This is an optimization exercise on Yosys and OpenROAD, whose aim is small area, a short achievable clock period and few clock cycles per item, not a production implementation. In this exercise RTL edits were held to simulation tests only and were not proved equivalent to the original.

## flow/design.v (module list and top-level ports; edited modules follow where they fit)
// module lfpd_front: 72 lines
// module lfpd_back: 175 lines
// module lfpd_istep: 964 lines
// module lfpd_dsum: 487 lines
// module line_follow_pid_drive: 88 lines
module line_follow_pid_drive (
    input  logic                                  aclk,
    input  logic                                  aresetn,
    input  logic                                  cfg_wr_en,
    input  logic [lfpd_pkg::CFG_IDX_W-1:0]        cfg_index,
    input  logic [lfpd_pkg::GAIN_W-1:0]           cfg_wdata,
    input  logic                                  s_valid,
    output logic                                  s_ready,
    input  logic [lfpd_pkg::SENSOR_W-1:0]         s_sensor_bits,
    output logic                                  m_valid,
    input  logic                                  m_ready,
    output logic signed [lfpd_pkg::DUTY_W-1:0]    m_left_duty,
    output logic signed [lfpd_pkg::DUTY_W-1:0]    m_right_duty,
    output logic                                  m_left_reverse,
    output logic                                  m_right_reverse,
    output logic                                  m_line_lost,
    output logic signed [lfpd_pkg::POS_W-1:0]     m_line_position
);
  // ...
==> flow/run.sh <==
#!/bin/bash
# synth_recipe.tcl (not shown) runs the flow's synth.tcl, then flattens the netlist and writes it again
# the make line also repeats each setting of config.mk as NAME=value (left out here)
make -C /OpenROAD-flow-scripts/flow DESIGN_CONFIG=/design/flow/config.mk WORK_HOME=/design/flow/orfs CLKGATE_MAP_FILE= SYNTH_SCRIPT=/design/flow/synth_recipe.tcl finish
==> flow/config.mk <==
export PLATFORM = sky130hd
export DESIGN_NAME = line_follow_pid_drive
export DESIGN_NICKNAME = line_follow_pid_drive
export VERILOG_FILES = /design/flow/design.v
export SDC_FILE = /design/flow/constraint.sdc
export NUM_CORES = 4
export LEC_CHECK = 0
export CAP_MARGIN = 20
export CORE_MARGIN = 2
export CORE_UTILIZATION = 40
export SLEW_MARGIN = 20
==> flow/constraint.sdc <==
create_clock -name core_clock -period 12.0 [get_ports {aclk}]
set_input_delay 2.4000 -clock core_clock [delete_from_list [all_inputs] [get_ports {aclk}]]
set_output_delay 2.4000 -clock core_clock [all_outputs]
set_load 0.01 [all_outputs]
==> flow_summary.yaml, run 1 <==
run_status:
  status: "no timing/DRC/antenna violations"
final_layout:
  final_core_util: 0.436
  nClkBuffers: 18
  n_antenna_cell: 1
  final_common_cell: "inv_1"
  largest_reg_flops: 42
  multi_input_area_share: 0.720
worst_setup_path:
  critPathLaunchType: "flip-flop"
  crit_top_cell: "fa_1"
  slowest_stage: "fa_1"
  cp.depth: 33
  rrSetupSlack_ns: 1.0
  cp_slowest_stage_delay_ns: 0.70
synth:
  ys.flop_type: "dfxtp_1"
  ys_async_sr_fraction: 0
  synth-adder-area-share: 0.421
  synth_edf_count: 59
  synth-xor-area-share: 0.0603
  avgSynthCellArea_um2: 8.86
  synth_compound_area_frac: 0.127
  synthDominantCellAreaShare: 0.254
  ys_ff_latch: 129
detailed_routing:
  top_layer: "met4"
  drt_first_pass_iters: 6
  drc: 0
global_routing:
  track_usage: 0.199
  antenna_found_initial: 0
timing:
  final_max_slew_viol_count: 0
  rsz0062_at_grt: "no"
min_path:
  min_path_type: "reg -> reg"
cts:
  post-cts-setup-buffer-count: 0
  cts.clk_slew.worst_paths_ns: 0.06
  clockBufferDepth: 2
  root_buffer: "clkbuf_16"
  ctsHtreeMaxLevel: 4
placed_design:
  numPortBuffers: 52
  dpl_worst_slack_ns: 1.01
  dp.cells: 3453
  postPlaceCellArea_um2: 25100
floorplan:
  die_h_um: 248
  rows: 89
Testbench counts, summed over its fixed seeds: cycles 1,944, items 1,920.
==> module lfpd_back, before the edit <==
module lfpd_back (
    input  logic                                  aclk,
    input  logic                                  aresetn,
    input  lfpd_pkg::cfg_t                        cfg,
    input  logic                                  en,
    input  logic                                  in_valid,
    input  logic                                  in_lost,
    input  logic [lfpd_pkg::POS_W-1:0]            in_position,
    input  logic [lfpd_pkg::POS_W:0]              in_dpos,
    input  logic                                  in_left_rev,
    input  logic                                  in_right_rev,
    output logic                                  m_valid,
    output logic signed [lfpd_pkg::DUTY_W-1:0]    m_left_duty,
    output logic signed [lfpd_pkg::DUTY_W-1:0]    m_right_duty,
    output logic                                  m_left_reverse,
    output logic                                  m_right_reverse,
    output logic                                  m_line_lost,
    output logic signed [lfpd_pkg::POS_W-1:0]     m_line_position
);
    function automatic logic [9:0] clamp_duty(
        input logic [15:0] v,
        input logic [7:0]  lo,
        input logic [8:0]  hi,
        input logic        lo_above_hi
    );
        logic lt, gt;
        lt = v[15] || ((v[14:8] == 7'd0) && (v[7:0] < lo));
        gt = !v[15] && ((v[14:9] != 6'd0) || (v[8:0] > hi));
        if (lo_above_hi || gt)  clamp_duty = {1'b0, hi};
        else if (lt)            clamp_duty = {2'b00, lo};
        else                    clamp_duty = v[9:0];
    endfunction
    function automatic logic [2:0] tbl_p(input logic [3:0] r, input logic [2:0] m);
        logic [6:0] prod;
        prod  = {3'd0, r} * {4'd0, m};
        tbl_p = prod / 7'd10;
    endfunction
    function automatic logic [3:0] tbl_d(input logic [3:0] r, input logic [3:0] m);
        logic [7:0] prod;
        prod  = {4'd0, r} * {4'd0, m};
        tbl_d = prod / 8'd10;
    endfunction
    logic                    v1;
    logic                    r1_lost, r1_lrev, r1_rrev;
    logic [3:0]              r1_pos;
    logic [4:0]              r1_dpos;
    logic                    v2;
    logic                    r2_lost, r2_lrev, r2_rrev;
    logic [3:0]              r2_pos;
    logic [12:0]             r2_mv;
    logic [12:0]             integral_reg;
    logic                    v3;
    logic [9:0]              r3_left, r3_right;
    logic                    r3_lrev, r3_rrev, r3_lost;
    logic [3:0]              r3_pos;
    logic [5:0]              nstep_reg;
    logic signed [8:0]       speed_diff;
    logic signed [8:0]       speed_adj;
    assign speed_diff = $signed({1'b0, cfg.top_speed}) - $signed({1'b0, cfg.floor_speed});
    assign speed_adj  = speed_diff + (speed_diff[8] ? 9'sd7 : 9'sd0);
    logic [12:0]             i_next;
    logic [12:0]             mv_next;
    logic [2:0]              pos_mag;
    logic [3:0]              dpos_mag;
    logic [7:0]              p_mag;
    logic [8:0]              d_mag;
    logic [10:0]             pd;
    lfpd_istep u_istep (
        .integ (integral_reg),
        .pos   (r1_pos),
        .ki    (cfg.ki_gain),
        .pd    (pd),
        .inext (i_next),
        .mv    (mv_next)
    );
    logic [7:0]              p_qm;
    logic [8:0]              d_qm;
    logic [10:0]             p_ext, d_ext;
    assign pos_mag  = r1_pos[3] ? (3'd0 - r1_pos[2:0]) : r1_pos[2:0];
    assign dpos_mag = r1_dpos[4] ? (4'd0 - r1_dpos[3:0]) : r1_dpos[3:0];
    assign p_qm     = cfg.kp_q * pos_mag;
    assign d_qm     = cfg.kd_q * dpos_mag;
    assign p_mag    = p_qm + {5'd0, tbl_p(cfg.kp_r, pos_mag)};
    assign d_mag    = d_qm + {5'd0, tbl_d(cfg.kd_r, dpos_mag)};
    assign p_ext    = {3'd0, p_mag};
    assign d_ext    = {2'd0, d_mag};
    assign pd       = (r1_pos[3] ? (11'd0 - p_ext) : p_ext) + (r1_dpos[4] ? (11'd0 - d_ext) : d_ext);
    logic                    mv_neg, mv_zero;
    logic [11:0]             mvx;
    logic [15:0]             xsum, ysum;
    logic [8:0]              ceil_s;
    logic                    floor_above_ceil;
    logic [9:0]              xc, yc;
    logic [9:0]              left_next, right_next;
    assign mv_neg  = r2_mv[12];
    assign mv_zero = (r2_mv == 13'd0);
    assign mvx     = r2_mv[11:0] ^ {12{mv_neg}};
    lfpd_dsum u_dsum (
        .mvx  (mvx),
        .s    (mv_neg),
        .ns   (nstep_reg),
        .top  (cfg.top_speed),
        .ysum (ysum),
        .xsum (xsum)
    );
    assign ceil_s           = {1'b0, cfg.top_speed} + 9'd1;
    assign floor_above_ceil = ({1'b0, cfg.floor_speed} > ceil_s);
    assign xc               = clamp_duty(xsum, cfg.floor_speed, ceil_s, floor_above_ceil);
    assign yc               = clamp_duty(ysum, cfg.floor_speed, ceil_s, floor_above_ceil);
    always_comb begin
        if (r2_lost) begin
            if (r2_pos[3]) begin
                left_next  = lfpd_pkg::LOST_LEFT_LDUTY;
                right_next = lfpd_pkg::LOST_LEFT_RDUTY;
            end else begin
                left_next  = lfpd_pkg::LOST_RIGHT_LDUTY;
                right_next = lfpd_pkg::LOST_RIGHT_RDUTY;
            end
        end else if (mv_zero) begin
            left_next  = {2'b00, cfg.top_speed} - 10'd4;
            right_next = {2'b00, cfg.top_speed} + 10'd1;
        end else if (!mv_neg) begin
            left_next  = yc;
            right_next = xc;
        end else begin
            left_next  = xc;
            right_next = yc;
        end
    end
    always_ff @(posedge aclk) begin
        nstep_reg <= 6'd0 - speed_adj[8:3];
    end
    always_ff @(posedge aclk) begin
        if (!aresetn) begin
            v1           <= 1'b0;
            v2           <= 1'b0;
            v3           <= 1'b0;
            integral_reg <= '0;
        end else if (en) begin
            v1 <= in_valid;
            v2 <= v1;
            v3 <= v2;
            if (v1 && !r1_lost) begin
                integral_reg <= i_next;
            end
        end
    end
    always_ff @(posedge aclk) begin
        if (en) begin
            r1_lost      <= in_lost;
            r1_lrev      <= in_left_rev;
            r1_rrev      <= in_right_rev;
            r1_pos       <= in_position;
            r1_dpos      <= in_dpos;
            r2_lost      <= r1_lost;
            r2_lrev      <= r1_lrev;
            r2_rrev      <= r1_rrev;
            r2_pos       <= r1_pos;
            r2_mv        <= mv_next;
            r3_left      <= left_next;
            r3_right     <= right_next;
            r3_lrev      <= r2_lrev;
            r3_rrev      <= r2_rrev;
            r3_lost      <= r2_lost;
            r3_pos       <= r2_pos;
        end
    end
    assign m_valid         = v3;
    assign m_left_duty     = r3_left;
    assign m_right_duty    = r3_right;
    assign m_left_reverse  = r3_lrev;
    assign m_right_reverse = r3_rrev;
    assign m_line_lost     = r3_lost;
    assign m_line_position = r3_pos;
endmodule
==> module line_follow_pid_drive, before the edit <==
module line_follow_pid_drive (
    input  logic                                  aclk,
    input  logic                                  aresetn,
    input  logic                                  cfg_wr_en,
    input  logic [lfpd_pkg::CFG_IDX_W-1:0]        cfg_index,
    input  logic [lfpd_pkg::GAIN_W-1:0]           cfg_wdata,
    input  logic                                  s_valid,
    output logic                                  s_ready,
    input  logic [lfpd_pkg::SENSOR_W-1:0]         s_sensor_bits,
    output logic                                  m_valid,
    input  logic                                  m_ready,
    output logic signed [lfpd_pkg::DUTY_W-1:0]    m_left_duty,
    output logic signed [lfpd_pkg::DUTY_W-1:0]    m_right_duty,
    output logic                                  m_left_reverse,
    output logic                                  m_right_reverse,
    output logic                                  m_line_lost,
    output logic signed [lfpd_pkg::POS_W-1:0]     m_line_position
);
    lfpd_pkg::cfg_t  cfg_reg;
    logic [15:0]     wdata_x205;
    logic [4:0]      wdata_q;
    logic [3:0]      wdata_r;
    assign wdata_x205 = cfg_wdata * 16'd205;
    assign wdata_q    = wdata_x205[15:11];
    assign wdata_r    = 4'(cfg_wdata - {wdata_q, 3'b000} - {2'b00, wdata_q, 1'b0});
    always_ff @(posedge aclk) begin
        if (!aresetn) begin
            cfg_reg.kp_q        <= 5'd1;
            cfg_reg.kp_r        <= 4'd0;
            cfg_reg.ki_gain     <= lfpd_pkg::KI_RESET;
            cfg_reg.kd_q        <= 5'd0;
            cfg_reg.kd_r        <= 4'd5;
            cfg_reg.top_speed   <= lfpd_pkg::MAX_RESET;
            cfg_reg.floor_speed <= lfpd_pkg::MIN_RESET;
        end else if (cfg_wr_en) begin
            unique case (cfg_index)
                lfpd_pkg::REG_KP_GAIN: begin
                    cfg_reg.kp_q <= wdata_q;
                    cfg_reg.kp_r <= wdata_r;
                end
                lfpd_pkg::REG_KI_GAIN:     cfg_reg.ki_gain     <= cfg_wdata;
                lfpd_pkg::REG_KD_GAIN: begin
                    cfg_reg.kd_q <= wdata_q;
                    cfg_reg.kd_r <= wdata_r;
                end
                lfpd_pkg::REG_TOP_SPEED:   cfg_reg.top_speed   <= cfg_wdata;
                lfpd_pkg::REG_FLOOR_SPEED: cfg_reg.floor_speed <= cfg_wdata;
                default:         cfg_reg             <= cfg_reg;
            endcase
        end
    end
    logic en;
    assign en      = !m_valid || m_ready;
    assign s_ready = en;
    logic                        f_lost, f_lrev, f_rrev;
    logic [lfpd_pkg::POS_W-1:0]  f_position;
    logic [lfpd_pkg::POS_W:0]    f_dpos;
    lfpd_front u_front (
        .aclk          (aclk),
        .aresetn       (aresetn),
        .accept        (s_valid && en),
        .s_sensor_bits (s_sensor_bits),
        .lost          (f_lost),
        .position      (f_position),
        .dpos          (f_dpos),
        .left_rev      (f_lrev),
        .right_rev     (f_rrev)
    );
    lfpd_back u_back (
        .aclk            (aclk),
        .aresetn         (aresetn),
        .cfg             (cfg_reg),
        .en              (en),
        .in_valid        (s_valid),
        .in_lost         (f_lost),
        .in_position     (f_position),
        .in_dpos         (f_dpos),
        .in_left_rev     (f_lrev),
        .in_right_rev    (f_rrev),
        .m_valid         (m_valid),
        .m_left_duty     (m_left_duty),
        .m_right_duty    (m_right_duty),
        .m_left_reverse  (m_left_reverse),
        .m_right_reverse (m_right_reverse),
        .m_line_lost     (m_line_lost),
        .m_line_position (m_line_position)
    );
endmodule
==> inputs of run 2 (changes only) <==
--- a/flow/design.v
+++ b/flow/design.v
@@ -145,12 +145,157 @@
     endfunction
     function automatic logic [2:0] tbl_p(input logic [3:0] r, input logic [2:0] m);
-        logic [6:0] prod;
-        prod  = {3'd0, r} * {4'd0, m};
-        tbl_p = prod / 7'd10;
+        case ({r, m})
+            7'd21: tbl_p = 3'd1;
+            7'd22: tbl_p = 3'd1;
+            7'd23: tbl_p = 3'd1;
+            7'd28: tbl_p = 3'd1;
+            7'd29: tbl_p = 3'd1;
+            7'd30: tbl_p = 3'd1;
+            7'd31: tbl_p = 3'd2;
+            7'd35: tbl_p = 3'd1;
+            7'd36: tbl_p = 3'd1;
+            7'd37: tbl_p = 3'd2;
+            7'd38: tbl_p = 3'd2;
+            7'd39: tbl_p = 3'd2;
+            7'd42: tbl_p = 3'd1;
+            7'd43: tbl_p = 3'd1;
+            7'd44: tbl_p = 3'd2;
+            7'd45: tbl_p = 3'd2;
+            7'd46: tbl_p = 3'd3;
+            7'd47: tbl_p = 3'd3;
+            7'd50: tbl_p = 3'd1;
+            7'd51: tbl_p = 3'd1;
+            7'd52: tbl_p = 3'd2;
+            7'd53: tbl_p = 3'd3;
+            7'd54: tbl_p = 3'd3;
+            7'd55: tbl_p = 3'd4;
+            7'd58: tbl_p = 3'd1;
+            7'd59: tbl_p = 3'd2;
+            7'd60: tbl_p = 3'd2;
+            7'd61: tbl_p = 3'd3;
+            7'd62: tbl_p = 3'd4;
+            7'd63: tbl_p = 3'd4;
+            7'd66: tbl_p = 3'd1;
+            7'd67: tbl_p = 3'd2;
+            7'd68: tbl_p = 3'd3;
+            7'd69: tbl_p = 3'd4;
+            7'd70: tbl_p = 3'd4;
+            7'd71: tbl_p = 3'd5;
+            7'd74: tbl_p = 3'd1;
+            7'd75: tbl_p = 3'd2;
+            7'd76: tbl_p = 3'd3;
+            7'd77: tbl_p = 3'd4;
+            7'd78: tbl_p = 3'd5;
+            7'd79: tbl_p = 3'd6;
+            default: tbl_p = 3'd0;
+        endcase
     endfunction
     function automatic logic [3:0] tbl_d(input logic [3:0] r, input logic [3:0] m);
-        logic [7:0] prod;
-        prod  = {4'd0, r} * {4'd0, m};
-        tbl_d = prod / 8'd10;
+        case ({r, m})
+            8'd26: tbl_d = 4'd1;
+            8'd27: tbl_d = 4'd1;
+            8'd28: tbl_d = 4'd1;
+            8'd29: tbl_d = 4'd1;
+            8'd30: tbl_d = 4'd1;
+            8'd37: tbl_d = 4'd1;
+            8'd38: tbl_d = 4'd1;
+            8'd39: tbl_d = 4'd1;
+            8'd40: tbl_d = 4'd1;
+            8'd41: tbl_d = 4'd1;
+            8'd42: tbl_d = 4'd2;
+            8'd43: tbl_d = 4'd2;
+            8'd44: tbl_d = 4'd2;
+            8'd45: tbl_d = 4'd2;
+            8'd46: tbl_d = 4'd2;
+            8'd52: tbl_d = 4'd1;
+            8'd53: tbl_d = 4'd1;
+            8'd54: tbl_d = 4'd1;
+            8'd55: tbl_d = 4'd2;
+            8'd56: tbl_d = 4'd2;
+            8'd57: tbl_d = 4'd2;
+            8'd58: tbl_d = 4'd3;
+            8'd59: tbl_d = 4'd3;
+            8'd60: tbl_d = 4'd3;
+            8'd61: tbl_d = 4'd3;
+            8'd62: tbl_d = 4'd4;
+            8'd67: tbl_d = 4'd1;
+            8'd68: tbl_d = 4'd1;
+            8'd69: tbl_d = 4'd2;
+            8'd70: tbl_d = 4'd2;
+            8'd71: tbl_d = 4'd2;
+            8'd72: tbl_d = 4'd3;
+            8'd73: tbl_d = 4'd3;
+            8'd74: tbl_d = 4'd4;
+            8'd75: tbl_d = 4'd4;
+            8'd76: tbl_d = 4'd4;
+            8'd77: tbl_d = 4'd5;
+            8'd78: tbl_d = 4'd5;
+            8'd82: tbl_d = 4'd1;
+            8'd83: tbl_d = 4'd1;
+            8'd84: tbl_d = 4'd2;
+            8'd85: tbl_d = 4'd2;
+            8'd86: tbl_d = 4'd3;
+            8'd87: tbl_d = 4'd3;
+            8'd88: tbl_d = 4'd4;
+            8'd89: tbl_d = 4'd4;
+            8'd90: tbl_d = 4'd5;
+            8'd91: tbl_d = 4'd5;
+            8'd92: tbl_d = 4'd6;
+            8'd93: tbl_d = 4'd6;
+            8'd94: tbl_d = 4'd7;
+            8'd98: tbl_d = 4'd1;
+            8'd99: tbl_d = 4'd1;
+            8'd100: tbl_d = 4'd2;
+            8'd101: tbl_d = 4'd3;
+            8'd102: tbl_d = 4'd3;
+            8'd103: tbl_d = 4'd4;
+            8'd104: tbl_d = 4'd4;
+            8'd105: tbl_d = 4'd5;
+            8'd106: tbl_d = 4'd6;
+            8'd107: tbl_d = 4'd6;
+            8'd108: tbl_d = 4'd7;
+            8'd109: tbl_d = 4'd7;
+            8'd110: tbl_d = 4'd8;
+            8'd114: tbl_d = 4'd1;
+            8'd115: tbl_d = 4'd2;
+            8'd116: tbl_d = 4'd2;
+            8'd117: tbl_d = 4'd3;
+            8'd118: tbl_d = 4'd4;
+            8'd119: tbl_d = 4'd4;
+            8'd120: tbl_d = 4'd5;
+            8'd121: tbl_d = 4'd6;
+            8'd122: tbl_d = 4'd7;
+            8'd123: tbl_d = 4'd7;
+            8'd124: tbl_d = 4'd8;
+            8'd125: tbl_d = 4'd9;
+            8'd126: tbl_d = 4'd9;
+            8'd130: tbl_d = 4'd1;
+            8'd131: tbl_d = 4'd2;
+            8'd132: tbl_d = 4'd3;
+            8'd133: tbl_d = 4'd4;
+            8'd134: tbl_d = 4'd4;
+            8'd135: tbl_d = 4'd5;
+            8'd136: tbl_d = 4'd6;
+            8'd137: tbl_d = 4'd7;
+            8'd138: tbl_d = 4'd8;
+            8'd139: tbl_d = 4'd8;
+            8'd140: tbl_d = 4'd9;
+            8'd141: tbl_d = 4'd10;
+            8'd142: tbl_d = 4'd11;
+            8'd146: tbl_d = 4'd1;
+            8'd147: tbl_d = 4'd2;
+            8'd148: tbl_d = 4'd3;
+            8'd149: tbl_d = 4'd4;
+            8'd150: tbl_d = 4'd5;
+            8'd151: tbl_d = 4'd6;
+            8'd152: tbl_d = 4'd7;
+            8'd153: tbl_d = 4'd8;
+            8'd154: tbl_d = 4'd9;
+            8'd155: tbl_d = 4'd9;
+            8'd156: tbl_d = 4'd10;
+            8'd157: tbl_d = 4'd11;
+            8'd158: tbl_d = 4'd12;
+            default: tbl_d = 4'd0;
+        endcase
     endfunction
     logic                    v1;
@@ -163,8 +308,4 @@
     logic [12:0]             r2_mv;
     logic [12:0]             integral_reg;
-    logic                    v3;
-    logic [9:0]              r3_left, r3_right;
-    logic                    r3_lrev, r3_rrev, r3_lost;
-    logic [3:0]              r3_pos;
     logic [5:0]              nstep_reg;
     logic signed [8:0]       speed_diff;
@@ -176,6 +317,4 @@
     logic [2:0]              pos_mag;
     logic [3:0]              dpos_mag;
-    logic [7:0]              p_mag;
-    logic [8:0]              d_mag;
     logic [10:0]             pd;
     lfpd_istep u_istep (
@@ -189,4 +328,6 @@
     logic [7:0]              p_qm;
     logic [8:0]              d_qm;
+    logic [7:0]              p_mag;
+    logic [8:0]              d_mag;
     logic [10:0]             p_ext, d_ext;
     assign pos_mag  = r1_pos[3] ? (3'd0 - r1_pos[2:0]) : r1_pos[2:0];
@@ -248,10 +389,8 @@
             v1           <= 1'b0;
             v2           <= 1'b0;
-            v3           <= 1'b0;
             integral_reg <= '0;
         end else if (en) begin
             v1 <= in_valid;
             v2 <= v1;
-            v3 <= v2;
             if (v1 && !r1_lost) begin
                 integral_reg <= i_next;
@@ -271,19 +410,13 @@
             r2_pos       <= r1_pos;
             r2_mv        <= mv_next;
-            r3_left      <= left_next;
-            r3_right     <= right_next;
-            r3_lrev      <= r2_lrev;
-            r3_rrev      <= r2_rrev;
-            r3_lost      <= r2_lost;
-            r3_pos       <= r2_pos;
         end
     end
-    assign m_valid         = v3;
-    assign m_left_duty     = r3_left;
-    assign m_right_duty    = r3_right;
-    assign m_left_reverse  = r3_lrev;
-    assign m_right_reverse = r3_rrev;
-    assign m_line_lost     = r3_lost;
-    assign m_line_position = r3_pos;
+    assign m_valid         = v2;
+    assign m_left_duty     = left_next;
+    assign m_right_duty    = right_next;
+    assign m_left_reverse  = r2_lrev;
+    assign m_right_reverse = r2_rrev;
+    assign m_line_lost     = r2_lost;
+    assign m_line_position = r2_pos;
 endmodule
 module lfpd_istep (
@@ -1758,10 +1891,8 @@
 );
     lfpd_pkg::cfg_t  cfg_reg;
-    logic [15:0]     wdata_x205;
     logic [4:0]      wdata_q;
     logic [3:0]      wdata_r;
-    assign wdata_x205 = cfg_wdata * 16'd205;
-    assign wdata_q    = wdata_x205[15:11];
-    assign wdata_r    = 4'(cfg_wdata - {wdata_q, 3'b000} - {2'b00, wdata_q, 1'b0});
+    assign wdata_q = 5'(cfg_wdata / 8'd10);
+    assign wdata_r = 4'(cfg_wdata % 8'd10);
     always_ff @(posedge aclk) begin
         if (!aresetn) begin
==> run 2 against run 1 <==
Compared with the run above: via count down 3.0%; maximum frequency decreased by 0.69%; clock-buffer cell count fell by 9; critical path type is now reg -> out; highest routed layer unchanged.
==> flow_summary.yaml, run 2 <==
timing:
  final_max_slew_viol_count: 0
  fmax_mhz: 90.3
  rsz0062_at_grt: "no"
  setup_viol: 0
  worst_pin_slew_ns: 1.07
  hold_viol: 0
  tns_ns: 0
  period_share: 0.923
  finalCriticalPeriod_ns: 11.08
  slew_headroom: 0.280
  final.setup_skew_ns: 0.0217
  hold_ws_ns: 0.438
cts:
  cts_sinks: 101
  cts_hold_buffers: 0
  cts_buffers: 9
  clockBufferDepth: 2
  cts.clk_slew.worst_paths_ns: 0.08
  ctsHtreeMaxLevel: 3
  root_buffer: "clkbuf_16"
  worst_skew_pair.late_latency_ns: 0.37
  cts_tree: "built"
floorplan:
  die_h_um: 237
  io_pins: 53
  die_x_um: 237
  core_area_um2: 53800
  initial_core_util: 0.404
  dieArea_um2: 56300
  rows: 85
synth:
  ys_async_sr_fraction: 0
  synth-xor-area-share: 0.0620
  synth_edf_count: 32
  synth_most_common_cell: "inv_1"
  synth-adder-area-share: 0.405
  ys_ff_latch: 101
  synthCells: 2587
  yosys.area.top_type: "fa_1"
  synth_commonest_cells: "464 x inv_1, 277 x fa_1, 261 x ha_1"
  syn_nets: 3149
  synthDominantCellAreaShare: 0.255
  synth_compound_area_frac: 0.146
  synth_top_family_by_area: "adder cells"
  avgSynthCellArea_um2: 8.41
  synthTopCellsByArea: "fa_1 25%, ha_1 15%, inv_1 8.0%"
  muxShareOfSynthArea: 0.0171
  ys.flop_type: "dfxtp_1"
  syn_area_um2: 21800
  seq_area_frac_synth: 0.108
  synth_simple_gate_area_frac: 0.168
  yosysUniqueCellTypes: 89
  yosys_warnings: 3
detailed_routing:
  vias: 17732
  drt_first_pass_iters: 7
  wl_per_cell_um: 17.7
  vias_per_cell: 5.38
  antenna_left: 0
  drc: 0
  wl_um: 58300
  drt_iter0_drc: 1199
worst_setup_path:
  r2r-end: "u_back.r2_mv[12]$_DFFE_PN_"
  worst_ep_required_time_ns: 9.60
  cp_data_arrival_time_ns: 8.68
  crit_top_cell: "fa_1"
  rrSetupSlack_ns: 1.09
  crit_path_end_kind: "output port"
  critPathLaunchType: "flip-flop"
  rr_worst_depth: 33
  worstSetupPathType: "reg -> out"
  cp_slowest_stage_delay_ns: 0.61
  slowest_stage: "a32o_1"
  r2r_start: "u_back.r1_pos[3]$_DFFE_PN_"
  path_max_fanout: 17
global_routing:
  track_usage: 0.208
  grt_pass1_wl_um: 94500
  grt_pass1_vias: 18087
  antenna_found_initial: 1
  grt_overflow: 0
  grt_max_degree: 39
final_layout:
  layout_common_cells: "464 x inv_1, 277 x fa_1, 261 x ha_1"
  fillers: 5339
  final_common_cell: "inv_1"
  largest_reg_flops: 42
  nets: 3155
  syn2layout_area_growth_pct: 7.03
  final_area_um2: 23300
  drive_gt1_frac: 0.0285
job:
  max_cap_violations: 0
placed_design:
  numPortBuffers: 51
  postPlaceCellArea_um2: 23000
  dp_hpwl_um: 48300
  gp_congestion: 0.963
min_path:
  worstHoldStart: "u_back.r1_lrev$_DFFE_PN_"
  holdPathStages: 0
  min_path_type: "reg -> reg"
  hold_end: "u_back.r2_lrev$_DFFE_PN_"
run_status:
  status: "no timing/DRC/antenna violations"
-- run 2: worst max path at each step --
| stage | startpoint | to | slack, ns | cells after the start |
|---|---|---|---|---|
| 2_1_floorplan | u_back.r2_mv[12]$_DFFE_PN_ | m_right_duty[5] | 1.79 | 28 |
| 3_3_place_gp | u_back.r2_mv[12]$_DFFE_PN_ | m_right_duty[2] | 1.05 | 27 |
| 3_5_place_dp | u_back.r2_mv[12]$_DFFE_PN_ | m_left_duty[2] | 0.95 | 27 |
| 4_1_cts | u_back.r2_mv[12]$_DFFE_PN_ | m_right_duty[2] | 0.54 | 27 |
| 5_1_grt | u_back.r2_mv[12]$_DFFE_PN_ | m_right_duty[6] | 0.36 | 29 |
| 6_report | u_back.r2_mv[12]$_DFFE_PN_ | m_right_duty[6] | 0.92 | 27 |
-- run 2: area by class of cell --
class	count	area [um^2]	area share
timing repair buffer	74	683	0.0293
antenna	1	2.50	0.000107
tap	696	871	0.0374
inverter	464	1740	0.0748
clock inverter	7	67.6	0.00290
sequential	101	2340	0.101
multi-input combinational	1943	17400	0.745
clock buffer	9	225	0.00967
-- run 2: cells by family after synthesis --
logic type | Yosys count
AOI/OAI and AO/OA | 471
xor gates and xnor gates | 151
adders and majority gates | 539
buffers and inverters | 543
DFF | 101
muxes | 36
other | 1
and+or+nand+nor | 745
-- run 2: timing repair --
action,CTS,global route
endpoints found under the setup margin,0,4
buffers inserted,0,4
resized for setup,0,0
-- run 2: critical path, delay by kind of cell, from the launching register on --
kind                       cells  cell delay, ns
AOI/OAI and AO/OA              5            1.53
DFF                            1            0.39
adders and majority gates      8            3.68
and+or+nand+nor                8            1.33
muxes                          1            0.22
buffers and inverters          4            0.80
xor gates and xnor gates       1            0.37
-- run 2: stage by stage --
| step | utilization | cells | worst slack [ns] |
|---|---|---|---|
| 2_1_floorplan | - | 2587 | 1.79 |
| 3_3_place_gp | 0.427 | 3274 | 1.05 |
| 3_5_place_dp | 0.427 | 3274 | 0.952 |
| 4_1_cts | 0.432 | 3290 | 0.537 |
| 5_1_grt | 0.433 | 3294 | 0.360 |
| 6_report | 0.433 | 3295 | 0.920 |
-- run 2: layer usage --
layer | vias up | part of all wire | global-route usage | wire [um]
li1 | 8501 | - | - | -
met3 | 78 | 0.031 | 0.0172 | 1820
met5 | - | 0 | 0 | 0
met2 | 383 | 0.50 | 0.376 | 29400
met1 | 8770 | 0.44 | 0.265 | 25500
met4 | 0 | 0.028 | 0.0612 | 1620
Testbench counts of run 2, summed over its fixed seeds: cycles 1,936, items 1,920.
==> inputs of run 3 (changes only) <==
--- a/flow/config.mk
+++ b/flow/config.mk
@@ -6,4 +6,5 @@
 export NUM_CORES = 4
 export LEC_CHECK = 0
+export ABC_AREA = 1
 export CAP_MARGIN = 20
 export CORE_MARGIN = 2
==> run 3 against run 2 <==
Compared with the run above: still clean on timing, DRC and antenna; global-route usage is 0.89 points higher; via count is 11% higher; critical path depth is 6 higher.
==> flow_summary.yaml, run 3 <==
worst_setup_path:
  worst_ep_required_time_ns: 9.60
  cp_slowest_stage_delay_ns: 0.75
  path_max_fanout: 16
  slowest_stage: "edfxtp_1"
  critPathLaunchType: "flip-flop"
  cp_data_arrival_time_ns: 8.94
  crit_path_end_kind: "output port"
  worstSetupPathType: "reg -> out"
floorplan:
  initial_core_util: 0.403
  die_x_um: 242
  die_h_um: 242
  rows: 87
  dieArea_um2: 58400
  io_pins: 53
  core_area_um2: 56100
timing:
  finalCriticalPeriod_ns: 11.34
  worst_pin_slew_ns: 1.04
  final.setup_skew_ns: 0.0159
  hold_viol: 0
  final_max_slew_viol_count: 0
  rsz0062_at_grt: "no"
  fmax_mhz: 88.2
  slew_headroom: 0.302
  period_share: 0.945
  tns_ns: 0
  layout_setup_ws_ns: 0.662
  setup_viol: 0
detailed_routing:
  drt_first_pass_iters: 7
  wl_per_cell_um: 15.6
  drt_iter0_drc: 1311
  vias: 19700
  antenna_left: 0
  wl_um: 61600
  vias_per_cell: 5.00
  drc: 0
synth:
  synthDominantCellAreaShare: 0.246
  synthCells: 3157
  ys_ff_latch: 101
  synth_commonest_cells: "750 x inv_1, 616 x nand2_1, 277 x fa_1"
  syn_area_um2: 22600
  yosys_warnings: 3
  ys_async_sr_fraction: 0
  ys.flop_type: "dfxtp_1"
  synthTopCellsByArea: "fa_1 25%, ha_1 14%, inv_1 12%"
  synth_edf_count: 32
  syn_nets: 3719
  yosys.area.top_type: "fa_1"
  avgSynthCellArea_um2: 7.15
  seq_area_frac_synth: 0.104
  synth_most_common_cell: "inv_1"
  yosysUniqueCellTypes: 61
run_status:
  status: "no timing/DRC/antenna violations"
placed_design:
  numPortBuffers: 51
  dp_hpwl_um: 51400
  gp_congestion: 0.963
  dpl_worst_slack_ns: 1.15
  postPlaceCellArea_um2: 24000
global_routing:
  antenna_found_initial: 1
  grt_pass1_wl_um: 103000
  grt_overflow: 0
  track_usage: 0.217
  grt_max_degree: 35
  grt_pass1_vias: 19309
cts:
  cts.clk_slew.worst_paths_ns: 0.08
  clockBufferDepth: 2
  root_buffer: "clkbuf_16"
  cts_hold_buffers: 0
  post-cts-setup-buffer-count: 0
  cts_buffers: 9
  cts_tree: "built"
  cts_resized: 0
  cts_sinks: 101
  ctsHtreeMaxLevel: 3
  worst_skew_pair.late_latency_ns: 0.37
final_layout:
  syn2layout_area_growth_pct: 7.40
  final_common_cell: "inv_1"
  nets: 3740
  final_core_util: 0.433
  final_area_um2: 24300
  layout_common_cells: "750 x inv_1, 616 x nand2_1, 277 x fa_1"
  drive_gt1_frac: 0.0248
  largest_reg_flops: 42
min_path:
  min_path_type: "reg -> reg"
job:
  max_cap_violations: 0
run 3: per-layer routing:
| layer | vias up | global-route usage | routed length [um] |
|---|---|---|---|
| li1 | 9875 | - | - |
| met4 | 0 | 0.0411 | 1000 |
| met5 | - | 0 | 0 |
| met3 | 46 | 0.0173 | 2700 |
| met1 | 9309 | 0.320 | 30500 |
| met2 | 470 | 0.349 | 27500 |
run 3: kinds of logic (layout without fill, tap and decap cells):
| group | count (synthesis) | in the layout | share of synthesized area |
|---|---|---|---|
| AND/OR/NAND/NOR | 1121 | 1121 | 0.207 |
| buffers and inverters | 827 | 853 | 0.138 |
| AO/OA/AOI/OAI | 450 | 450 | 0.113 |
| XOR/XNOR | 119 | 119 | 0.0473 |
| other | 1 | 2 | 0.000166 |
| flip-flops | 101 | 101 | 0.104 |
| adder cells (fa/ha/maj) | 538 | 538 | 0.390 |
run 3: worst max-delay path: cells and delay by family (launching register included):
family / cells / cell delay, ns
xor gates and xnor gates: 1 / 0.34
adders and majority gates: 9 / 4.23
and+or+nand+nor: 13 / 1.67
AOI/OAI and AO/OA: 3 / 0.57
DFF: 1 / 0.75
buffers and inverters: 7 / 0.97
run 3: metrics by stage:
step / instances / hold slack (ns)
3_5_place_dp: 3923 / 0.407
5_1_grt: 3940 / 0.445
4_1_cts: 3939 / 0.427
3_3_place_gp: 3923 / 0.406
6_report: 3940 / 0.425
2_1_floorplan: 3157 / 0.400
run 3: final timing paths:
| kind | from | to | slack (ns) | depth (start not counted) |
|---|---|---|---|---|
| hold / removal | u_back.r1_rrev$_DFFE_PN_ | u_back.r2_rrev$_DFFE_PN_ | 0.43 | 0 |
| setup reg to reg | u_back.r1_pos[3]$_DFFE_PN_ | u_back.r2_mv[9]$_DFFE_PN_ | 1.29 | 41 |
| setup / recovery | u_back.r2_mv[12]$_DFFE_PN_ | m_left_duty[1] | 0.66 | 33 |
| hold reg to reg | u_back.r1_rrev$_DFFE_PN_ | u_back.r2_rrev$_DFFE_PN_ | 0.43 | 0 |
run 3: area by class of cell:
cell class | count | area (um^2)
Sequential cell | 101 | 2340
Clock buffer | 10 | 230
Inverter | 762 | 2860
Timing Repair Buffer | 75 | 691
Fill cell | 5854 | 31800
Multi-Input combinational cell | 2229 | 17100
Clock inverter | 6 | 51.3
Tap cell | 756 | 946
Antenna cell | 1 | 2.50
==> inputs of run 4 (changes only) <==
==> flow/flow/run.sh (new file) <==
#!/bin/bash
# Standard layout with one netlist step added after synthesis: flow/invopt.py
# removes inverters around the full adders of the synthesized netlist (a full
# adder is self-dual, so complementing all of its inputs complements its
# outputs). Registers and every other cell are left as synthesis made them.
set -euo pipefail
R=orfs/results/${FLOW_PLATFORM}/line_follow_pid_drive/base
bash standard.sh synth > synth.log 2>&1
cp "$R/1_2_yosys.v" "$R/1_2_yosys.std.v"
python3 flow/invopt.py "$R/1_2_yosys.std.v" "$R/1_2_yosys.v" > invopt.log 2>&1
rm -f "$R/1_synth.odb" "$R/1_synth.sdc"
bash standard.sh > layout.log 2>&1
==> flow/flow/invopt.py (new file) <==
#!/usr/bin/env python3
"""Removes inverters around full adders in a flat sky130 gate netlist.

A full adder is self-dual: FA(~a, ~b, ~c) = (~sum, ~cout). Each FA may be
"flipped" (all inputs and outputs complemented) without changing the
function; inverters are then placed only where a net is needed in the
polarity its driver does not give. Registers and all other cells are kept.
usage: invopt.py IN.v OUT.v
"""
import re, sys
from collections import defaultdict

src = open(sys.argv[1]).read()
m = re.search(r'(module\s+(\w+)\s*\((.*?)\);)(.*?)(endmodule)', src, re.S)
header, top, body = m.group(1), m.group(2), m.group(4)

stmts = [s.strip() for s in body.split(';')]
decls, assigns, cells = [], [], []
cell_re = re.compile(r'^(sky130_fd_sc_hd__\w+)\s+(\S+)\s*\((.*)\)$', re.S)
for s in stmts:
    if not s: continue
    mm = cell_re.match(s)
    if mm:
        pins = [(p, n.strip()) for p, n in re.findall(r'\.(\w+)\(\s*((?:[^()]|\([^()]*\))*?)\s*\)', mm.group(3), re.S)]
        cells.append([mm.group(1), mm.group(2), pins])
    elif s.startswith('assign'):
        assigns.append(s)
    else:
        decls.append(s)

OUTPINS = {'X', 'Y', 'Q', 'Q_N', 'SUM', 'COUT', 'HI', 'LO'}
def is_inv(t): return re.match(r'sky130_fd_sc_hd__(inv|clkinv)_\d+$', t) is not None
def is_fa(t): return re.match(r'sky130_fd_sc_hd__fa_\d+$', t) is not None

fixed = set()
for a in assigns:
    for n in re.findall(r'[\\]?[\w\[\]\.\$]+(?:\s*\[\d+\])?', a[len('assign'):]):
        fixed.add(n.strip())
portnames = set(re.findall(r'(\w+)', m.group(3)))
# net names in decls like "output [3:0] m_line_position" -> port bits are "m_line_position[3]"
def net_is_port(n):
    base = n.split('[')[0].strip()
    return base in portnames

driver = {}
for ci, (t, name, pins) in enumerate(cells):
    for p, n in pins:
        if p in OUTPINS: driver[n] = (ci, p)

# root/parity through inverter chains
def root(n):
    par = 0
    seen = 0
    while n in driver and is_inv(cells[driver[n][0]][0]) and seen < 50:
        ci = driver[n][0]
        n = dict(cells[ci][2])['A']; par ^= 1; seen += 1
    return n, par

inv_cells = [ci for ci, c in enumerate(cells) if is_inv(c[0])]
fa_cells = [ci for ci, c in enumerate(cells) if is_fa(c[0])]
fa_idx = {ci: k for k, ci in enumerate(fa_cells)}

# loads: list of (cell index, pin, root net, parity); plus "fixed" uses of inverter outputs
loads = []
keep_inv = set()
for ci, (t, name, pins) in enumerate(cells):
    if is_inv(t): continue
    for p, n in pins:
        if p in OUTPINS: continue
        r, par = root(n)
        loads.append((ci, p, r, par))
# inverter outputs that are ports or used by assigns must stay as they are
for ci in inv_cells:
    y = dict(cells[ci][2])['Y']
    if y in fixed or net_is_port(y):
        keep_inv.add(ci)
for ci in keep_inv:
    a = dict(cells[ci][2])['A']
    r, par = root(a)
    loads.append((-1 - ci, 'A', r, par))   # a pseudo-load needing r ^ par

flip = [0] * len(fa_cells)
def gflip(net):
    d = driver.get(net)
    if d and is_fa(cells[d[0]][0]): return flip[fa_idx[d[0]]]
    return 0
def lflip(ci):
    if ci >= 0 and is_fa(cells[ci][0]): return flip[fa_idx[ci]]
    return 0

loads_by_net = defaultdict(list)
for k, (ci, p, r, par) in enumerate(loads):
    loads_by_net[r].append(k)
fa_load_nets = defaultdict(set)
for k, (ci, p, r, par) in enumerate(loads):
    if ci >= 0 and is_fa(cells[ci][0]): fa_load_nets[fa_idx[ci]].add(r)
fa_out_nets = defaultdict(set)
for ci in fa_cells:
    for p, n in cells[ci][2]:
        if p in OUTPINS: fa_out_nets[fa_idx[ci]].add(n)

def needs_inv(r):
    g = gflip(r)
    for k in loads_by_net[r]:
        ci, p, _, par = loads[k]
        if par ^ lflip(ci) ^ g: return 1
    return 0
def needs_true(r):
    g = gflip(r)
    for k in loads_by_net[r]:
        ci, p, _, par = loads[k]
        if not (par ^ lflip(ci) ^ g): return 1
    return 0
def cost_nets(nets):
    c = 0
    for r in nets:
        c += needs_inv(r)
        # a flipped FA output that is a port/fixed net needs its true value back
        if gflip(r) and (r in fixed or net_is_port(r)): c += 1
    return c

before = sum(needs_inv(r) for r in loads_by_net)
improved = True; rounds = 0
while improved and rounds < 20:
    improved = False; rounds += 1
    for k in range(len(fa_cells)):
        nets = fa_load_nets[k] | fa_out_nets[k]
        c0 = cost_nets(nets)
        flip[k] ^= 1
        c1 = cost_nets(nets)
        if c1 < c0: improved = True
        else: flip[k] ^= 1

# rewrite
newcells = []
newdecl = []
cnt = [0]
def fresh():
    cnt[0] += 1
    n = f"_invopt_{cnt[0]}_"
    newdecl.append(f"wire {n}")
    return n
# nets driven by flipped FAs that are ports/fixed: FA drives a fresh net, inverter restores
rename_out = {}
for ci in fa_cells:
    if flip[fa_idx[ci]]:
        for p, n in cells[ci][2]:
            if p in OUTPINS and (n in fixed or net_is_port(n)):
                rename_out[n] = fresh()
comp = {}   # root net -> net carrying its complement (w.r.t. the driven wire)
def wire_of(r):
    return rename_out.get(r, r)
def get_comp(r):
    if r not in comp:
        comp[r] = fresh()
        newcells.append(["sky130_fd_sc_hd__inv_1", f"_invopt_c{len(comp)}_", [("A", wire_of(r)), ("Y", comp[r])]])
    return comp[r]
for r in rename_out:
    # the true value of r = complement of the flipped FA's output wire
    newcells.append(["sky130_fd_sc_hd__inv_1", f"_invopt_p{cnt[0]}_{len(newcells)}_", [("A", rename_out[r]), ("Y", r)]])

load_map = {}
for k, (ci, p, r, par) in enumerate(loads):
    load_map[(ci, p)] = (r, par)
out_cells = []
for ci, (t, name, pins) in enumerate(cells):
    if is_inv(t) and ci not in keep_inv: continue
    newpins = []
    for p, n in pins:
        if p in OUTPINS:
            if is_fa(t) and flip[fa_idx[ci]] and n in rename_out:
                newpins.append((p, rename_out[n]))
            else:
                newpins.append((p, n))
        else:
            key = (ci, p) if not (is_inv(t) and ci in keep_inv) else (-1 - ci, 'A')
            r, par = load_map[key]
            need = par ^ lflip(ci if ci in fa_idx or is_fa(t) else -1) ^ gflip(r)
            if is_inv(t) and ci in keep_inv:
                # keep inverter: its input must be the complement of its (true) output
                need = par ^ gflip(r)
                if r in rename_out: need = par  # r itself carries the true value
                newpins.append((p, get_comp(r) if need else (r if r in rename_out else wire_of(r))))
                continue
            if r in rename_out:
                # r (restored true value) available; loads wanting true use r, inverted use FA wire
                need2 = par ^ lflip(ci)
                newpins.append((p, rename_out[r] if need2 else r))
            else:
                newpins.append((p, get_comp(r) if need else r))
    out_cells.append([t, name, newpins])
out_cells += newcells

lines = [header]
for d in decls: lines.append("  " + d + " ;")
for d in newdecl: lines.append("  " + d + " ;")
for t, name, pins in out_cells:
    pl = ",\n".join(f"    .{p}({n} )" for p, n in pins)
    lines.append(f"  {t} {name} (\n{pl}\n  );")
for a in assigns: lines.append("  " + a + " ;")
lines.append("endmodule")
open(sys.argv[2], 'w').write(src[:m.start()] + "\n".join(lines) + "\n" + src[m.end():])
after_inv = sum(1 for c in out_cells if is_inv(c[0]))
print(f"inverters: {len(inv_cells)} -> {after_inv}; flipped {sum(flip)} of {len(fa_cells)} FAs", file=sys.stderr)
==> flow/standard.sh (new file) <==
#!/bin/bash
# synth_recipe.tcl (not shown) runs the flow's synth.tcl, then flattens the netlist and writes it again
# the make line also repeats each setting of config.mk as NAME=value (left out here)
make -C /OpenROAD-flow-scripts/flow DESIGN_CONFIG=/design/flow/config.mk WORK_HOME=/design/flow/orfs CLKGATE_MAP_FILE= SYNTH_SCRIPT=/design/flow/synth_recipe.tcl "${@:-finish}"
--- a/flow/config.mk
+++ b/flow/config.mk
@@ -6,7 +6,7 @@
 export NUM_CORES = 4
 export LEC_CHECK = 0
-export ABC_AREA = 1
 export CAP_MARGIN = 20
 export CORE_MARGIN = 2
 export CORE_UTILIZATION = 40
+export SETUP_SLACK_MARGIN = 1
 export SLEW_MARGIN = 20
removed: flow/run.sh
==> run 4 against run 3 <==
Compared with the run above: critical path depth down 9; area after synthesis down 7.1%; clock-buffer cell count down 1.
==> flow_summary.yaml, run 4 <==
run_status:
  status: "no timing/DRC/antenna violations"
floorplan:
  dieArea_um2: 54300
  die_x_um: 233
  rows: 83
  die_h_um: 233
  core_area_um2: 51600
  initial_core_util: 0.407
  io_pins: 53
placed_design:
  numPortBuffers: 51
  postPlaceCellArea_um2: 22200
  dp_hpwl_um: 46200
  gp_congestion: 0.913
cts:
  root_buffer: "clkbuf_16"
  cts_hold_buffers: 0
  cts.clk_slew.worst_paths_ns: 0.08
  cts_tree: "built"
  ctsHtreeMaxLevel: 3
  worst_skew_pair.late_latency_ns: 0.37
  cts_buffers: 9
  cts_sinks: 101
  clockBufferDepth: 2
timing:
  setup_viol: 0
  fmax_mhz: 93.4
  period_share: 0.892
  slew_headroom: 0.320
  finalCriticalPeriod_ns: 10.71
  rsz0062_at_grt: "no"
  hold_viol: 0
  worst_pin_slew_ns: 1.02
  tns_ns: 0
  final.setup_skew_ns: 0.0127
  final_max_slew_viol_count: 0
final_layout:
  layout_common_cells: "277 x fa_1, 261 x ha_1, 258 x nand2_1"
  nets: 2958
  largest_reg_flops: 42
  final_common_cell: "fa_1"
  drive_gt1_frac: 0.0425
  syn2layout_area_growth_pct: 8.14
  final_area_um2: 22700
  n_antenna_cell: 0
synth:
  yosys_warnings: 3
  syn_area_um2: 21000
  synthCells: 2379
  syn_nets: 2941
  avgSynthCellArea_um2: 8.82
worst_setup_path:
  worstSetupPathType: "reg -> out"
  path_max_fanout: 28
  slowest_stage: "fa_1"
  cp_cell_sequence: "buf_4, buf_4, and2_1, fa_1, fa_1, fa_1, fa_1, fa_1, fa_1, ha_1, a21oi_1, nor3b_1, a211oi_2, o21bai_1, nand2b_1, ha_1, nand2_1, o31ai_1, a21oi_1, a32o_4, and2_2, a211oi_1, o221a_2, clkdlybuf4s50_1"
  crit_top_cell: "fa_1"
  rr_worst_depth: 33
  cp_slowest_stage_delay_ns: 0.58
  worst_ep_required_time_ns: 9.60
  cp_data_arrival_time_ns: 8.31
  crit_path_end_kind: "output port"
  critPathLaunchType: "flip-flop"
job:
  max_cap_violations: 0
global_routing:
  grt_overflow: 0
  track_usage: 0.208
  grt_pass1_vias: 16907
  grt_pass1_wl_um: 90400
  grt_max_degree: 51
  antenna_found_initial: 0
min_path:
  holdPathStages: 0
  min_path_type: "reg -> reg"
detailed_routing:
  drc: 0
  wl_um: 56100
  wl_per_cell_um: 18.2
  vias: 16965
  antenna_left: 0
  vias_per_cell: 5.51
  drt_first_pass_iters: 5
  wl_met3_um: 1960
  top_layer: "met4"
  met1_length_um: 25400
  drt_iter0_drc: 1204
  wl_met2_um: 27900
## run 4: area by class of cell
type	count	area, um^2
flip-flops and latches	101	2340
repair buffers	85	771
well taps	680	851
multi-input cells	1943	17500
fillers	5019	28900
inverters	256	961
clock inverters	7	68.8
clock buffers	9	225
## run 4: path summary, 6_finish.rpt
path	slack (ns)	to	from
min reg2reg	0.42	u_back.r2_rrev$_DFFE_PN_	u_back.r1_rrev$_DFFE_PN_
min	0.42	u_back.r2_rrev$_DFFE_PN_	u_back.r1_rrev$_DFFE_PN_
max reg2reg	1.67	u_back.integral_reg[12]$_SDFFE_PN0P_	u_back.r1_pos[1]$_DFFE_PN_
max	1.29	m_right_duty[2]	u_back.r2_mv[12]$_DFFE_PN_
## run 4: through the flow
stage | std cells | utilization | setup slack [ns] | hold slack, ns
final | 3081 | 0.440 | 1.29 | 0.423
after global routing | 3081 | 0.440 | 1.01 | 0.434
after CTS | 3075 | 0.437 | 1.00 | 0.424
after detailed placement | 3056 | 0.430 | 0.987 | 0.405
after global placement | 3056 | 0.430 | 1.17 | 0.409
after floorplan | 2379 | - | 1.86 | 0.400
## run 4: layer usage
layer / global-route usage / vias up
met2: 0.363 / 382
li1: - / 8107
met5: 0 / -
met4: 0.0420 / 0
met1: 0.283 / 8410
met3: 0.0141 / 66
## run 4: repair_timing
item	in CTS	in global routing
pin swaps	0	3
resized for setup	2	23
setup endpoints to repair	18	23
buffers inserted	3	6
hold endpoints to repair	0	0
## run 4: critical path, delay by kind of cell, from the launching register on
| kind | cells | cell delay (ns) |
|---|---|---|
| buf+inv | 3 | 0.93 |
| fa+ha+maj | 8 | 3.74 |
| flops | 1 | 0.39 |
| simple gates | 5 | 1.02 |
| compound gates | 8 | 1.85 |
==> inputs of run 5 (changes only) <==
--- a/flow/config.mk
+++ b/flow/config.mk
@@ -9,4 +9,4 @@
 export CORE_MARGIN = 2
 export CORE_UTILIZATION = 40
-export SETUP_SLACK_MARGIN = 1
+export SETUP_SLACK_MARGIN = 3
 export SLEW_MARGIN = 20
==> run 5 against run 4 <==
Compared with the run above: clock-buffer cell count up 1; still clean; area after synthesis unchanged; critical path depth up 3; first-iteration DRC count down 11%; clock skew up 0.0050 ns; flip-flop and latch count unchanged.
==> flow_summary.yaml, run 5 <==
detailed_routing:
  wl_um: 60300
  drc: 0
  top_layer: "met4"
  antenna_left: 0
  met1_length_um: 25500
  wl_per_cell_um: 18.9
  vias: 17740
  vias_per_cell: 5.56
  wl_met3_um: 2280
  drt_iter0_drc: 1070
  wl_met2_um: 30600
  drt_first_pass_iters: 5
final_layout:
  nets: 3070
  fillers: 4812
  final_common_cell: "fa_1"
  n_antenna_cell: 0
  layout_common_cells: "267 x fa_1, 252 x nand2_1, 238 x inv_1"
  largest_reg_flops: 42
  final_area_um2: 24900
  syn2layout_area_growth_pct: 18.6
  multi_input_area_um2: 18700
  drive_gt1_frac: 0.166
  regArea_um2: 2370
min_path:
  min_path_type: "reg -> reg"
global_routing:
  grt_max_degree: 40
  grt_overflow: 0
  track_usage: 0.222
  grt_pass1_wl_um: 96100
  grt_pass1_vias: 18233
  antenna_found_initial: 0
worst_setup_path:
  worst_ep_required_time_ns: 9.60
  crit_path_end_kind: "output port"
  crit_family: "adder cells"
  worstSetupPathType: "reg -> out"
  path_max_fanout: 5
  critPathLaunchType: "flip-flop"
  cp_data_arrival_time_ns: 7.53
  slowest_stage: "fa_1"
  cp_slowest_stage_delay_ns: 0.61
  path_buf_inv: 5
  crit_top_cell: "fa_1"
floorplan:
  dieArea_um2: 54300
  core_area_um2: 51600
  die_h_um: 233
  io_pins: 53
  die_x_um: 233
  initial_core_util: 0.407
  rows: 83
timing:
  fmax_mhz: 101
  finalCriticalPeriod_ns: 9.93
  final.setup_skew_ns: 0.0177
  final_max_slew_viol_count: 0
  period_share: 0.827
  slew_headroom: 0.272
  setup_viol: 0
  hold_viol: 0
  rsz0062_at_grt: "yes"
  worst_pin_slew_ns: 1.09
  tns_ns: 0
synth:
  avgSynthCellArea_um2: 8.82
  yosys_warnings: 3
  syn_area_um2: 21000
  syn_nets: 2941
  synthCells: 2379
cts:
  cts_tree: "built"
  cts_hold_buffers: 0
  cts_sinks: 101
  worst_skew_pair.late_latency_ns: 0.37
  clockBufferDepth: 2
  root_buffer: "clkbuf_16"
  ctsHtreeMaxLevel: 3
  cts_buffers: 9
  cts.clk_slew.worst_paths_ns: 0.07
run_status:
  status: "no timing/DRC/antenna violations"
job:
  max_cap_violations: 0
placed_design:
  postPlaceCellArea_um2: 22400
  numPortBuffers: 51
  dp_hpwl_um: 47400
  gp_congestion: 0.952
## run 5: cell type report
class / count / area share
repair buffers: 197 / 0.0686
multi-input cells: 1943 / 0.750
flip-flops and latches: 101 / 0.0953
inverters: 256 / 0.0395
clock inverters: 6 / 0.00282
clock buffers: 10 / 0.00920
well taps: 680 / 0.0342
## run 5: final timing paths
| path | cells after the start | startpoint | slack [ns] | to |
|---|---|---|---|---|
| setup / recovery | 27 | u_back.r2_mv[12]$_DFFE_PN_ | 2.07 | m_right_duty[4] |
| hold / removal | 0 | u_back.r1_rrev$_DFFE_PN_ | 0.44 | u_back.r2_rrev$_DFFE_PN_ |
| setup reg to reg | 30 | u_back.r1_pos[2]$_DFFE_PN_ | 2.69 | u_back.r2_mv[9]$_DFFE_PN_ |
| hold reg to reg | 0 | u_back.r1_rrev$_DFFE_PN_ | 0.44 | u_back.r2_rrev$_DFFE_PN_ |
## run 5: layer usage
metal,track usage,vias to the layer above
li1,-,8316
met1,0.281,8840
met2,0.399,472
met3,0.0174,112
met4,0.0738,0
met5,0,-
## run 5: repair_timing
action	in CTS	in global routing
cloned	1	0
gates resized for setup	237	85
setup buffers	96	41
endpoints found under the setup margin	44	41
pin swaps	95	92
## run 5: through the flow
step	instances	util	hold WS, ns	worst slack (ns)
after detailed placement	3039	0.435	0.414	1.20
after global placement	3039	0.435	0.404	1.30
after CTS	3152	0.469	0.435	2.08
after global routing	3193	0.482	0.447	1.79
after floorplan	2379	-	0.400	2.85
final	3193	0.482	0.438	2.07
==> inputs of run 6 (changes only) <==
--- a/flow/config.mk
+++ b/flow/config.mk
@@ -9,4 +9,3 @@
 export CORE_MARGIN = 2
 export CORE_UTILIZATION = 40
-export SETUP_SLACK_MARGIN = 3
 export SLEW_MARGIN = 20
==> run 6 against run 5 <==
Compared with the run above: cell area is 9.5% lower; sequential share of layout area is 0.88 points higher; die area stayed put; critical endpoint is now m_right_duty[6]; via count is 4.8% lower; critical path type unchanged; highest routed layer unchanged; global-route usage is 1.4 points lower; register-to-register slack worse by 1.3 ns; non-clock buffer count is 121 lower; routed wire length is 7.3% lower; still clean on timing, DRC and antenna; maximum frequency is 13% lower; clock skew is 0.0078 ns lower.
==> flow_summary.yaml, run 6 <==
run_status:
  status: "no timing/DRC/antenna violations"
detailed_routing:
  vias_per_cell: 5.50
  wl_per_cell_um: 18.2
  drt_iter0_drc: 1103
  drt_first_pass_iters: 6
  wl_um: 55900
  drc: 0
  vias: 16897
  antenna_left: 0
floorplan:
  dieArea_um2: 54300
  die_x_um: 233
  core_area_um2: 51600
  initial_core_util: 0.407
  die_h_um: 233
  io_pins: 53
  rows: 83
final_layout:
  multi_input_area_um2: 17400
  final_common_cell: "fa_1"
  regArea_um2: 2340
  largest_reg_flops: 42
  n_antenna_cell: 0
  nets: 2949
  drive_gt1_frac: 0.0318
  syn2layout_area_growth_pct: 7.26
  layout_common_cells: "277 x fa_1, 261 x ha_1, 258 x nand2_1"
  fillers: 5026
timing:
  final_max_slew_viol_count: 0
  rsz0062_at_grt: "no"
  hold_ws_ns: 0.424
  setup_viol: 0
  layout_setup_ws_ns: 0.573
  slew_headroom: 0.313
  final.setup_skew_ns: 0.00990
  fmax_mhz: 87.5
  period_share: 0.952
  hold_viol: 0
  tns_ns: 0
  finalCriticalPeriod_ns: 11.43
  worst_pin_slew_ns: 1.03
cts:
  clockBufferDepth: 2
  cts_tree: "built"
  cts_buffers: 9
  cts_hold_buffers: 0
  post-cts-setup-buffer-count: 0
  root_buffer: "clkbuf_16"
  cts.clk_slew.worst_paths_ns: 0.08
  worst_skew_pair.late_latency_ns: 0.37
  cts_resized: 0
  ctsHtreeMaxLevel: 3
  cts_sinks: 101
worst_setup_path:
  rr_worst_depth: 33
  cp.depth: 24
  critPathLaunchType: "flip-flop"
  crit_top_cell: "fa_1"
  r2r_start: "cfg_reg[30]$_SDFFE_PN0P_"
  rrSetupSlack_ns: 1.35
  cp_cell_sequence: "buf_4, and2_1, fa_1, fa_1, fa_1, fa_1, fa_1, fa_1, ha_1, a21oi_1, nor3b_1, a211oi_1, nor3b_1, nand2b_1, ha_1, nand2_1, nor2_1, nand4_1, a21oi_1, a32o_1, and2_1, mux2i_1, a32o_1, clkdlybuf4s50_1"
  crit_path_end_kind: "output port"
  worst_ep_required_time_ns: 9.60
  cp_slowest_stage_delay_ns: 0.86
  slowest_stage: "edfxtp_1"
  crit_start: "u_back.r2_mv[12]$_DFFE_PN_"
  path_buf_inv: 2
  crit_family: "adder cells"
  cp_data_arrival_time_ns: 9.03
  r2r-end: "u_back.integral_reg[12]$_SDFFE_PN0P_"
  cp-endpoint: "m_right_duty[6]"
  worstSetupPathType: "reg -> out"
  path_max_fanout: 28
job:
  max_cap_violations: 0
global_routing:
  track_usage: 0.208
  antenna_found_initial: 0
  grt_max_degree: 51
  grt_pass1_vias: 16896
  grt_overflow: 0
  grt.busiest_layer: "met2"
  grt_use_met3: 0.0142
  grt_pass1_wl_um: 90300
  met1_usage: 0.283
  grt_util_met2: 0.362
synth:
  syn_area_um2: 21000
  avgSynthCellArea_um2: 8.82
  yosys_warnings: 3
  synthCells: 2379
  syn_nets: 2941
placed_design:
  gp_congestion: 0.913
  numPortBuffers: 51
  dpl_worst_slack_ns: 0.987
  dp_hpwl_um: 46200
min_path:
  worstHoldStart: "u_back.r1_rrev$_DFFE_PN_"
  min_path_type: "reg -> reg"
==> run 6: metal layers <==
layer  wire length [um]  share of wire
met2              27600           0.49
met5                  0              0
met4               1050          0.019
met1              25300           0.45
met3               1990          0.036
==> run 6: layout make-up <==
cell class / instances / area share
Timing Repair Buffer: 76 / 0.0310
Inverter: 256 / 0.0427
Clock inverter: 7 / 0.00306
Sequential cell: 101 / 0.104
Clock buffer: 9 / 0.0100
Tap cell: 680 / 0.0378
Multi-Input combinational cell: 1943 / 0.771
==> run 6: worst min-delay path by stage <==
stage / cells after the start / end
after CTS: 0 / u_back.r2_rrev$_DFFE_PN_
final: 0 / u_back.r2_rrev$_DFFE_PN_
after floorplan: 0 / u_back.r2_lrev$_DFFE_PN_
after global routing: 0 / u_back.r2_rrev$_DFFE_PN_
after global placement: 0 / u_back.r2_rrev$_DFFE_PN_
after detailed placement: 0 / u_back.r2_rrev$_DFFE_PN_
==> run 6: stage by stage <==
| step | cells | util | instance area, um^2 |
|---|---|---|---|
| global placement | 3056 | 0.430 | 22200 |
| CTS | 3072 | 0.436 | 22500 |
| finish | 3072 | 0.436 | 22500 |
| global route | 3072 | 0.436 | 22500 |
| detailed placement | 3056 | 0.430 | 22200 |
| floorplan | 2379 | - | 21000 |
==> inputs of run 7 (changes only) <==
--- a/flow/config.mk
+++ b/flow/config.mk
@@ -9,3 +9,4 @@
 export CORE_MARGIN = 2
 export CORE_UTILIZATION = 40
+export SETUP_SLACK_MARGIN = 1.5
 export SLEW_MARGIN = 20
==> run 7 against run 6 <==
Compared with the run above: critical path type unchanged; global-route usage up 0.072 points; flip-flop and latch count unchanged; worst setup slack better by 1.1 ns; still clean on timing, DRC and antenna; worst hold slack about the same; critical path depth unchanged; cell area up 3.1%; first-iteration DRC count up 13%; clock-buffer cell count unchanged; critical endpoint is now m_left_duty[5].
==> flow_summary.yaml, run 7 <==
final_layout:
  final_common_cell: "fa_1"
  fillers: 4994
  layout_common_cells: "276 x fa_1, 258 x nand2_1, 256 x ha_1"
  syn2layout_area_growth_pct: 10.6
  n_antenna_cell: 0
  nets: 2978
  largest_reg_flops: 42
  final_core_util: 0.450
  final_area_um2: 23200
job:
  max_cap_violations: 0
worst_setup_path:
  worstSetupPathType: "reg -> out"
  path_buf_inv: 2
  crit_path_end_kind: "output port"
  critPathLaunchType: "flip-flop"
  crit_top_cell: "fa_1"
  cp_slowest_stage_delay_ns: 0.58
  cp_cell_sequence: "buf_4, xor2_4, and2_1, fa_1, fa_1, fa_1, fa_1, fa_1, fa_1, ha_4, o211ai_1, nand2_1, a21oi_2, xnor2_2, ha_1, o21a_1, o31ai_1, or4bb_4, nor3_4, a21oi_4, o211ai_1, o211ai_1, a31oi_1, clkdlybuf4s50_1"
  path_max_fanout: 6
  cp_data_arrival_time_ns: 7.89
  slowest_stage: "fa_1"
  crit_family: "adder cells"
placed_design:
  dpl_worst_slack_ns: 0.987
  dp_hpwl_um: 46200
  postPlaceCellArea_um2: 22200
  numPortBuffers: 51
  gp_congestion: 0.913
timing:
  finalCriticalPeriod_ns: 10.29
  layout_setup_ws_ns: 1.71
  hold_ws_ns: 0.423
  hold_viol: 0
  tns_ns: 0
  rsz0062_at_grt: "yes"
  fmax_mhz: 97.2
  final.setup_skew_ns: 0.0123
  slew_headroom: 0.323
  worst_pin_slew_ns: 1.01
floorplan:
  die_x_um: 233
  dieArea_um2: 54300
  io_pins: 53
  die_h_um: 233
min_path:
  min_path_type: "reg -> reg"
global_routing:
  grt_max_degree: 51
  grt_overflow: 0
  grt_pass1_vias: 16954
  antenna_found_initial: 0
  grt_pass1_wl_um: 90600
run_status:
  status: "no timing/DRC/antenna violations"
synth:
  synthCells: 2379
  yosys_warnings: 3
  avgSynthCellArea_um2: 8.82
  syn_nets: 2941
  syn_area_um2: 21000
cts:
  worst_skew_pair.late_latency_ns: 0.37
  cts_tree: "built"
  cts_buffers: 9
  ctsHtreeMaxLevel: 3
  cts.clk_slew.worst_paths_ns: 0.08
  cts_hold_buffers: 0
detailed_routing:
  vias: 17062
  wl_per_cell_um: 18.4
  drt_iter0_drc: 1241
  wl_um: 56900
  vias_per_cell: 5.50
  drc: 0
## run 7: path summary, 6_finish.rpt
check	cells past startpoint	from	end	slack [ns]
worst max-delay path	24	u_back.r2_mv[12]$_DFFE_PN_	m_left_duty[5]	1.71
worst min-delay path	0	u_back.r1_rrev$_DFFE_PN_	u_back.r2_rrev$_DFFE_PN_	0.42
worst max register to register	33	cfg_reg[27]$_SDFFE_PN0P_	u_back.r2_mv[12]$_DFFE_PN_	2.01
worst min register to register	0	u_back.r1_rrev$_DFFE_PN_	u_back.r2_rrev$_DFFE_PN_	0.42
## run 7: stage by stage
| stage | std cells |
|---|---|
| detailed placement | 3056 |
| global placement | 3056 |
| global route | 3101 |
| finish | 3101 |
| floorplan | 2379 |
| CTS | 3082 |
## run 7: final cells by class
cell class / count / area (um^2) / share of cell area
Tap cell: 680 / 851 / 0.0367
Sequential cell: 101 / 2350 / 0.101
Clock inverter: 7 / 68.8 / 0.00297
Clock buffer: 9 / 225 / 0.00971
Multi-Input combinational cell: 1944 / 17800 / 0.766
Timing Repair Buffer: 104 / 965 / 0.0416
Inverter: 256 / 961 / 0.0414
## run 7: what timing repair did
item / CTS / global route
cloned: 0 / 1
buffers inserted: 10 / 18
resized for setup: 28 / 70
pin swaps: 3 / 18
setup endpoints to repair: 22 / 28
## run 7: layer usage
layer,track usage,wire length [um],part of all wire,vias to the layer above
met5,0,0,0,-
met4,0.0450,989,0.017,0
met3,0.0142,2040,0.036,68
met2,0.363,28300,0.50,409
met1,0.285,25600,0.45,8434
li1,-,-,-,8151

## re-timing with driven ports
The flow's constraints put no driver on any port. The routed layouts listed below were extracted and timed again, unchanged, in two steps. Step 1 assumes that a clkbuf_16 drives the clock port and a buf_2 every other input. Step 2 times the ports against the registers' clock, not the clock port: input delays grow and output delays shrink by t, the midpoint of the rising clock arrivals with the driver on. a / b / c = no drivers / after step 1 / after step 2; a / b = the first two.
run | t, ns | setup slack, ns | worst setup path after step 2
run 1 | 0.484 | 0.996 / 0.996 / 0.996 | register to register
run 2 | 0.408 | 0.920 / 0.866 / 1.093 | register to register
run 3 | 0.412 | 0.662 / 0.614 / 1.026 | register to output
run 4 | 0.408 | 1.292 / 1.244 / 1.652 | register to output
run 5 | 0.408 | 2.072 / 2.024 / 2.432 | register to output
run 6 | 0.411 | 0.573 / 0.525 / 0.936 | register to output
run 7 | 0.411 | 1.715 / 1.667 / 2.015 | register to register
After both steps setup and hold are still met in every run listed.
